This is an optimization exercise on Yosys and OpenROAD, whose aim is small area, a short achievable clock period and few clock cycles per item, not a production implementation.
Where RTL was checked, it was by simulation tests only, not by an equivalence proof against the original.
No activity file was given, so power comes from the tool's default toggle rates.

==> inputs of job 6691 <==
## multiplierTop
module multiplierTop (
	input logic clk,
	input logic reset,
	input logic inValid,
	output logic inReady,
	input logic [35:0] inOperands,
	output logic outValid,
	input logic outReady,
	output logic [35:0] outProduct
);
make LEC_CHECK=0 CAP_MARGIN=20 CORE_MARGIN=2 CORE_UTILIZATION=40 CTS_CLUSTER_DIAMETER=70 CTS_CLUSTER_SIZE=30 SETUP_SLACK_MARGIN=2.8 SLEW_MARGIN=20 TNS_END_PERCENT=0 finish   # period 5.0 ns
run.sh (not shown) runs the stock make flow with config.mk's settings and CLKGATE_MAP_FILE= SYNTH_SCRIPT=/design/flow/synth_recipe.tcl, a recipe that flattens the netlist after the stock synthesis.
==> job 243: changes against job 6691 <==
--- a/flow/design.v
+++ b/flow/design.v
@@ -485,13 +485,13 @@
 	wire w620;
 	wire w621;
 	wire w622;
 	wire w623;
 	wire w624;
 	wire w625;
-	wire [13:0] lo626;
+	wire [12:0] lo626;
 	reg r0_19;
 	reg r0_20;
 	reg r0_21;
 	reg r0_22;
 	reg r0_23;
 	reg r0_24;
@@ -692,12 +692,13 @@
 	reg r2_679;
 	reg r2_680;
 	reg r2_681;
 	reg r2_682;
 	reg r2_683;
 	reg r2_684;
+	reg r2_685;
 	assign w1 = ops[0];
 	assign w2 = ops[1] & ~ops[0];
 	assign w3 = ops[2] ^ ops[1];
 	assign w4 = (ops[3] & ~ops[2] & ~ops[1]) | (~ops[3] & ops[2] & ops[1]);
 	assign w5 = ops[4] ^ ops[3];
 	assign w6 = (ops[5] & ~ops[4] & ~ops[3]) | (~ops[5] & ops[4] & ops[3]);
@@ -1169,13 +1170,13 @@
 	assign w620 = r1_499 ^ r1_500 ^ r1_501;
 	assign w621 = (r1_499 & r1_500) | (r1_499 & r1_501) | (r1_500 & r1_501);
 	assign w622 = r1_502 ^ r1_503;
 	assign w623 = r1_502 & r1_503;
 	assign w624 = 1'b1 ^ r1_505;
 	assign w625 = 1'b1 & r1_505;
-	assign lo626 = {1'b0, w529, w525, w522, w518, w515, w513, w511, w509, r1_412, r1_409, r1_408, r1_407, r1_405} + {1'b0, w532, w528, w524, w520, w516, w514, w512, w510, w508, 1'b0, 1'b0, 1'b0, r1_406};
+	assign lo626 = {1'b0, w525, w522, w518, w515, w513, w511, w509, r1_412, r1_409, r1_408, r1_407, r1_405} + {1'b0, w528, w524, w520, w516, w514, w512, w510, w508, 1'b0, 1'b0, 1'b0, r1_406};
 	always @(posedge clk) begin
 		if (en[0]) begin
 			r0_19 <= ops[18];
 			r0_20 <= ops[19];
 			r0_21 <= ops[20];
 			r0_22 <= ops[21];
@@ -1341,63 +1342,64 @@
 			r2_634 <= lo626[7];
 			r2_635 <= lo626[8];
 			r2_636 <= lo626[9];
 			r2_637 <= lo626[10];
 			r2_638 <= lo626[11];
 			r2_639 <= lo626[12];
-			r2_640 <= lo626[13];
-			r2_641 <= w536;
-			r2_642 <= w538;
-			r2_643 <= w542;
-			r2_644 <= w544;
-			r2_645 <= w545;
-			r2_646 <= w550;
-			r2_647 <= w551;
-			r2_648 <= w556;
-			r2_649 <= w557;
-			r2_650 <= w562;
-			r2_651 <= w563;
-			r2_652 <= w568;
-			r2_653 <= w574;
-			r2_654 <= w569;
-			r2_655 <= w575;
-			r2_656 <= w580;
-			r2_657 <= w586;
-			r2_658 <= w581;
-			r2_659 <= w587;
-			r2_660 <= w592;
-			r2_661 <= w598;
-			r2_662 <= w593;
-			r2_663 <= w599;
-			r2_664 <= w602;
-			r2_665 <= w606;
-			r2_666 <= w603;
-			r2_667 <= w607;
-			r2_668 <= w610;
-			r2_669 <= w614;
-			r2_670 <= w611;
-			r2_671 <= w615;
-			r2_672 <= w616;
-			r2_673 <= w618;
-			r2_674 <= w617;
-			r2_675 <= w619;
-			r2_676 <= w620;
-			r2_677 <= w622;
-			r2_678 <= w621;
-			r2_679 <= r1_504;
-			r2_680 <= w623;
-			r2_681 <= r1_506;
-			r2_682 <= w624;
-			r2_683 <= r1_507;
-			r2_684 <= w625;
+			r2_640 <= w529;
+			r2_641 <= w532;
+			r2_642 <= w536;
+			r2_643 <= w538;
+			r2_644 <= w542;
+			r2_645 <= w544;
+			r2_646 <= w545;
+			r2_647 <= w550;
+			r2_648 <= w551;
+			r2_649 <= w556;
+			r2_650 <= w557;
+			r2_651 <= w562;
+			r2_652 <= w563;
+			r2_653 <= w568;
+			r2_654 <= w574;
+			r2_655 <= w569;
+			r2_656 <= w575;
+			r2_657 <= w580;
+			r2_658 <= w586;
+			r2_659 <= w581;
+			r2_660 <= w587;
+			r2_661 <= w592;
+			r2_662 <= w598;
+			r2_663 <= w593;
+			r2_664 <= w599;
+			r2_665 <= w602;
+			r2_666 <= w606;
+			r2_667 <= w603;
+			r2_668 <= w607;
+			r2_669 <= w610;
+			r2_670 <= w614;
+			r2_671 <= w611;
+			r2_672 <= w615;
+			r2_673 <= w616;
+			r2_674 <= w618;
+			r2_675 <= w617;
+			r2_676 <= w619;
+			r2_677 <= w620;
+			r2_678 <= w622;
+			r2_679 <= w621;
+			r2_680 <= r1_504;
+			r2_681 <= w623;
+			r2_682 <= r1_506;
+			r2_683 <= w624;
+			r2_684 <= r1_507;
+			r2_685 <= w625;
 		end
 	end
-	wire [22:0] hiA = {1'b1, r2_683, r2_681, r2_679, r2_677, r2_675, r2_673, r2_671, r2_669, r2_667, r2_665, r2_663, r2_661, r2_659, r2_657, r2_655, r2_653, r2_651, r2_649, r2_647, r2_645, r2_643, r2_641};
-	wire [22:0] hiB = {1'b0, r2_684, r2_682, r2_680, r2_678, r2_676, r2_674, r2_672, r2_670, r2_668, r2_666, r2_664, r2_662, r2_660, r2_658, r2_656, r2_654, r2_652, r2_650, r2_648, r2_646, r2_644, r2_642};
-	wire [23:0] hiSum = {hiA, 1'b1} + {hiB, r2_640};
-	assign prod = {hiSum[23:1], r2_639, r2_638, r2_637, r2_636, r2_635, r2_634, r2_633, r2_632, r2_631, r2_630, r2_629, r2_628, r2_627};
+	wire [23:0] hiA = {1'b1, r2_684, r2_682, r2_680, r2_678, r2_676, r2_674, r2_672, r2_670, r2_668, r2_666, r2_664, r2_662, r2_660, r2_658, r2_656, r2_654, r2_652, r2_650, r2_648, r2_646, r2_644, r2_642, r2_640};
+	wire [23:0] hiB = {1'b0, r2_685, r2_683, r2_681, r2_679, r2_677, r2_675, r2_673, r2_671, r2_669, r2_667, r2_665, r2_663, r2_661, r2_659, r2_657, r2_655, r2_653, r2_651, r2_649, r2_647, r2_645, r2_643, r2_641};
+	wire [24:0] hiSum = {hiA, 1'b1} + {hiB, r2_639};
+	assign prod = {hiSum[24:1], r2_638, r2_637, r2_636, r2_635, r2_634, r2_633, r2_632, r2_631, r2_630, r2_629, r2_628, r2_627};
 endmodule
 `default_nettype wire
 `default_nettype none
 module multiplierTop (
 	input logic clk,
 	input logic reset,
==> key figures <==
Timing
  – Peak Freq: 414.5 MHz
  – Fin crit share: 0.4825

Layout
  – FFs & Latches: 357
  – Data buffer area share: 0.1066
  – Buffers excl. clock: 229
  – Commonest cells after routing, fill and taps aside: edfxtp_1 (314), a22oi_1 (154), xnor2_1 (146)

Routing
  – Total vias in the final route: 10,900

Synthesis
  – Area contributors post-synth: edfxtp_1 (50%), fa_1 (12%), xnor2_1 (6.8%)

Outcome
  – Status: complete, no violations
That was job 6691.
==> key figures <==
Layout
  – Multi-input combinational area share: 0.3424
  – Commonest cells after routing, fill and taps aside: edfxtp_1 (315), a22oi_1 (152), xnor2_1 (151)
  – Clock-cell share: 0.04286
  – Buffers excl. clock: 218
  – FFs & Latches: 358

Setup path
  – Critical-path cell list: ha_1 -> a21o_1 -> a31o_2 -> o21a_1 -> o21ai_2 -> o22a_1 -> o311ai_2

Pwr
  – Sequential power share: 0.424

Routing
  – Total vias in the final route: 10,980
  – Per-cell routed wire length: 17.84 um

Synthesis
  – Area contributors post-synth: edfxtp_1 (50%), fa_1 (12%), xnor2_1 (7.0%)
  – Share of the synthesized area in the top cell type: 0.5028

GRT
  – Vias in the first global route: 11,310

Timing
  – Peak Freq: 427.8 MHz
  – Final Skew: 0.01397 ns
  – Fin crit share: 0.4675
  – Period minus WS final: 2.338 ns

Outcome
  – Status: complete, no violations
That was job 243.
Testbench counts of job 243, summed over its fixed seeds: cycles 32,048, items 32,000.
Only the layout flow was run in job 6691; the RTL was not checked for function there.

[static timing again, ports no longer ideal]
No port has a modelled driver above. Below, the same layouts with a new extraction and two added sets of constraints. Step 1: set_driving_cell puts a clkbuf_16 on clk and a buf_2 on each other input, an assumption about the parent block. Step 2 moves the port delays by t, midway between the first and last clock arrival at a register: inputs arrive t later, outputs are due t later. That takes back most of the time a late clock gives input paths. Three values: ideal ports, drivers, drivers and shift; two values: the first two.
run | shift t [ns] | setup WS [ns] | worst slew at a driven data input, ns
job 6691 | 0.603 | 2.588 / 2.550 / 2.054 | 0.03
job 243 | 0.613 | 2.662 / 2.662 / 2.100 | 0.04
After both steps setup and hold are still met in every run listed. The setup slack of job 243, which loses most, moves by 0.000 ns with the drivers and by -0.562 ns with both steps.
